This design comes from an exercise in tuning for small area, a short achievable clock period and few clock cycles per item on the open sky130 flow, not from production work.
In this exercise RTL edits were held to simulation tests only and were not proved equivalent to the original.
Power figures rest on the tool's default switching activity, not on a simulated workload.

// multiturn_polar_angle_tracker
module multiturn_polar_angle_tracker #(
  parameter int SAMPLES_PER_AVERAGE = 5,
  parameter int SAMPLE_BITS         = 12
) (
  input  logic                                  clk,
  input  logic                                  rst,
  input  logic                                  psel,
  input  logic                                  penable,
  input  logic                                  pwrite,
  input  logic [mpat_pkg::APB_ADDR_W-1:0]       paddr,
  input  logic [mpat_pkg::APB_DATA_W-1:0]       pwdata,
  output logic [mpat_pkg::APB_DATA_W-1:0]       prdata,
  output logic                                  pready,
  input  logic [SAMPLE_BITS-1:0]                sample,
  input  logic                                  sample_valid,
  output logic                                  sample_stall,
  output logic signed [mpat_pkg::ANGLE_W-1:0]   angle_q8,
  output logic [mpat_pkg::STAGE_W-1:0]          stage,
  output logic [mpat_pkg::OUT_W-1:0]            average,
  output logic [mpat_pkg::OUT_W-1:0]            max_seen,
  output logic [mpat_pkg::OUT_W-1:0]            min_seen,
  ...
Size: ~1600 cells after synthesis, ~150 I/O pins, ~14000 um2 of cells after synthesis.
==> flow/config.mk <==
export PLATFORM = sky130hd
export DESIGN_NAME = multiturn_polar_angle_tracker
export DESIGN_NICKNAME = multiturn_polar_angle_tracker
export VERILOG_FILES = /design/flow/design.v
export SDC_FILE = /design/flow/constraint.sdc
export NUM_CORES = 4
export LEC_CHECK = 0
export CAP_MARGIN = 20
export CORE_MARGIN = 2
export CORE_UTILIZATION = 40
export CTS_CLUSTER_DIAMETER = 120
export CTS_CLUSTER_SIZE = 24
export SETUP_SLACK_MARGIN = 3.0
export SLEW_MARGIN = 20
==> flow/constraint.sdc <==
create_clock -name core_clock -period 7.0 [get_ports {clk}]
set_input_delay 1.4000 -clock core_clock [delete_from_list [all_inputs] [get_ports {clk}]]
set_output_delay 1.4000 -clock core_clock [all_outputs]
set_load 0.01 [all_outputs]
standard.sh (not shown) runs the stock make flow with config.mk's settings and CLKGATE_MAP_FILE= SYNTH_SCRIPT=/design/flow/synth_recipe.tcl, a recipe that flattens the netlist after the stock synthesis.
==> flow/flow/run.sh <==
#!/bin/bash
# Layout flow: the standard ORFS flow, with one change in synthesis: the
# ABC technology-mapping script is an area-oriented one (area.abc) instead of
# ORFS's speed script. Everything else (register mapping, flattening, renaming,
# floorplan, placement, CTS, routing) is the standard flow, run through
# standard.sh with its own make arguments.
set -euo pipefail
here=$(pwd)
# synthesis body: ORFS synth.tcl with the abc script argument replaced
sed 's#^source \$::env(SCRIPTS_DIR)/synth_preamble.tcl#source $::env(SCRIPTS_DIR)/synth_preamble.tcl\nset abc_args [lreplace $abc_args 1 1 $::env(MY_ABC_SCRIPT)]#' \
  "$FLOW_HOME/scripts/synth.tcl" > "$here/my_synth_body.tcl"
grep -q 'MY_ABC_SCRIPT' "$here/my_synth_body.tcl"
# The standard flow's synthesis wrapper, sourcing that body instead of ORFS's synth.tcl
sed "s#source \$::env(SCRIPTS_DIR)/synth.tcl#source $here/my_synth_body.tcl#" \
  "$here/synth_recipe.tcl" > "$here/my_synth.tcl"
grep -q 'my_synth_body.tcl' "$here/my_synth.tcl"
# standard.sh with the synthesis script swapped
sed "s#SYNTH_SCRIPT=[^ ]*#SYNTH_SCRIPT=$here/my_synth.tcl#" "$here/standard.sh" > "$here/my_standard.sh"
grep -q 'my_synth.tcl' "$here/my_standard.sh"
export BUFFER_PORTS_ARGS="-buffer_cell sky130_fd_sc_hd__buf_2"
export DONT_USE_CELLS="sky130_fd_sc_hd__a222oi_1"
export MY_ABC_SCRIPT="$here/flow/area.abc"
bash "$here/my_standard.sh" > "$here/flow.log" 2>&1
==> flow/flow/area.abc <==
&get -n
&st
&dch
&nf
&put
The first run passed the timing, DRC and antenna checks.
Testbench counts at the start, summed over its fixed seeds: cycles 16,064, items 3,200.
Change:
==> flow/flow/run.sh (replaced) <==
#!/bin/bash
# Layout flow: the standard ORFS flow (standard.sh's make call) with these
# changes: synthesis maps with an area-oriented ABC script (flow/area.abc)
# instead of ORFS's speed script; ports are buffered with buf_N cells given
# below; and the cells listed in EXTRA_DONT_USE are kept out of the netlist
# (added to the platform's don't-use list). Register mapping, flattening,
# renaming, floorplan, power grid, placement, CTS and routing are unchanged.
set -euo pipefail
here=$(pwd)
EXTRA_DONT_USE="sky130_fd_sc_hd__a222oi_1"
PORT_BUFFER="sky130_fd_sc_hd__buf_1"
# synthesis body: ORFS synth.tcl with the abc script argument replaced
sed 's#^source \$::env(SCRIPTS_DIR)/synth_preamble.tcl#source $::env(SCRIPTS_DIR)/synth_preamble.tcl\nset abc_args [lreplace $abc_args 1 1 $::env(MY_ABC_SCRIPT)]#' \
  "$FLOW_HOME/scripts/synth.tcl" > "$here/my_synth_body.tcl"
grep -q 'MY_ABC_SCRIPT' "$here/my_synth_body.tcl"
# The standard flow's synthesis wrapper, sourcing that body instead of ORFS's synth.tcl
sed "s#source \$::env(SCRIPTS_DIR)/synth.tcl#source $here/my_synth_body.tcl#" \
  "$here/synth_recipe.tcl" > "$here/my_synth.tcl"
grep -q 'my_synth_body.tcl' "$here/my_synth.tcl"
# the platform's don't-use list plus the extra cells
du=$(DONT_USE_CELLS="$EXTRA_DONT_USE" make -s -C "$FLOW_HOME" DESIGN_CONFIG="$here/config.mk" \
  WORK_HOME="$here/orfs" print-DONT_USE_CELLS 2> "$here/dont_use.log" | sed -n 's/^DONT_USE_CELLS: //p')
echo "$du" >> "$here/dont_use.log"
for c in $EXTRA_DONT_USE; do grep -q "$c" <<< "$du"; done
grep -q 'probe_p_8' <<< "$du"
# standard.sh with the synthesis script swapped and the don't-use list given
sed "s#SYNTH_SCRIPT=[^ ]*#SYNTH_SCRIPT=$here/my_synth.tcl DONT_USE_CELLS=\"$du\"#" \
  "$here/standard.sh" > "$here/my_standard.sh"
grep -q 'my_synth.tcl' "$here/my_standard.sh"
export BUFFER_PORTS_ARGS="-buffer_cell $PORT_BUFFER"
export MY_ABC_SCRIPT="$here/flow/area.abc"
bash "$here/my_standard.sh" > "$here/flow.log" 2>&1
==> flow/flow/area.abc (replaced) <==
&get -n
&st
&dch
&nf
&st
&dch
&nf
&put
Result: Clock skew barely changes; fmax fell by 4.7%; routed wire length fell by 1.6%; final area stays flat; die area fell by 0.98%; area after synthesis fell by 1.0%; setup slack gets worse by 200 ps; via count fell by 1.4%; sequential share of layout area rose by 0.12 points.
Change:
==> flow/flow/run.sh (replaced) <==
#!/bin/bash
# Layout flow: the standard ORFS flow, with one change in synthesis: the
# ABC technology-mapping script is an area-oriented one (area.abc) instead of
# ORFS's speed script. Everything else (register mapping, flattening, renaming,
# floorplan, placement, CTS, routing) is the standard flow, run through
# standard.sh with its own make arguments.
set -euo pipefail
here=$(pwd)
# synthesis body: ORFS synth.tcl with the abc script argument replaced
sed 's#^source \$::env(SCRIPTS_DIR)/synth_preamble.tcl#source $::env(SCRIPTS_DIR)/synth_preamble.tcl\nset abc_args [lreplace $abc_args 1 1 $::env(MY_ABC_SCRIPT)]#' \
  "$FLOW_HOME/scripts/synth.tcl" > "$here/my_synth_body.tcl"
grep -q 'MY_ABC_SCRIPT' "$here/my_synth_body.tcl"
# The standard flow's synthesis wrapper, sourcing that body instead of ORFS's synth.tcl
sed "s#source \$::env(SCRIPTS_DIR)/synth.tcl#source $here/my_synth_body.tcl#" \
  "$here/synth_recipe.tcl" > "$here/my_synth.tcl"
grep -q 'my_synth_body.tcl' "$here/my_synth.tcl"
# standard.sh with the synthesis script swapped
sed "s#SYNTH_SCRIPT=[^ ]*#SYNTH_SCRIPT=$here/my_synth.tcl#" "$here/standard.sh" > "$here/my_standard.sh"
grep -q 'my_synth.tcl' "$here/my_standard.sh"
export BUFFER_PORTS_ARGS="-buffer_cell sky130_fd_sc_hd__buf_2"
export MY_ABC_SCRIPT="$here/flow/area.abc"
bash "$here/my_standard.sh" > "$here/flow.log" 2>&1
==> flow/flow/area.abc (replaced) <==
&get -n
&st
&dch
&nf -R 1000
&put
Outcome: The new run completed with no timing, DRC or antenna violations. Final cell count goes down by 0.72%. Routed wire length grows by 0.38%. Clock-buffer cell count climbs by 1. Cell area increases by 0.69%. Non-clock buffer count goes down by 2. Register-to-register slack is better by 230 ps. Clock power increases by 8.9%. Power rises by 7.6%. Via count stays flat. Die area falls by 0.63%.
Change:
==> flow/flow/area.abc (replaced) <==
&get -n
&st
&dch
&nf
&put
- CORE_UTILIZATION: 40 -> 60
- CTS_CLUSTER_DIAMETER: 120 -> not set
- CTS_CLUSTER_SIZE: 24 -> not set
- PLACE_DENSITY: not set -> 0.72
Die area goes down by a quarter to a third.
Sequential power stays flat.
Sequential share of layout area goes down by 0.38 points.
Via count goes up by a few percent.
First-iteration DRC count goes up by a quarter to a third.
Clock power goes up by well over a third.
Global-route usage goes up by 10 points.
Worst setup slack is about the same.
Change:
- CORE_UTILIZATION: 60 -> 40
- CTS_CLUSTER_SIZE: not set -> 30
- PLACE_DENSITY: 0.72 -> not set
The changed run completed with no timing, DRC or antenna violations. Sequential share of layout area decreases by 0.26 points. Final area came out higher by 0.99%. Fmax shrinks by about 1.6%. Sequential cell count is unchanged. Synthesized cell count does not change. Count of clock-buffer cells in the layout went up by 2.

[afterwards: timing with drivers on the ports]
In the flow no input, the clock included, has a driving cell. The finished layouts below were timed again as built, in two steps.
Step 1, drivers: a clkbuf_16 drives clk and a buf_2 each remaining input, both assumed.
Step 2 also shifts input and output timing later by t, the mid clock arrival at the registers, as if the neighbouring blocks saw the same clock.
a / b / c = ideal / step 1 / step 2; a / b = the first two.
run	t (ns)	setup slack, ns	worst setup path after step 2	worst register clock-pin slew, ns	worst slew at a driven data input, ns
the first run	0.539	2.939 / 2.889 / 2.889	input to output	0.11 / 0.11	0.06
the second run	0.522	2.739 / 2.739 / 2.739	register to register	0.11 / 0.11	0.08
the third run	0.530	2.973 / 2.929 / 2.929	input to output	0.11 / 0.11	0.06
the fourth run	0.568	2.975 / 2.943 / 2.943	input to output	0.07 / 0.07	0.05
the fifth run	0.582	2.908 / 2.870 / 2.870	input to output	0.07 / 0.07	0.05
After both steps every run listed still meets setup and hold. For the first run, which loses most, drivers alone change the setup slack by -0.050 ns; drivers and shift together by -0.050 ns.
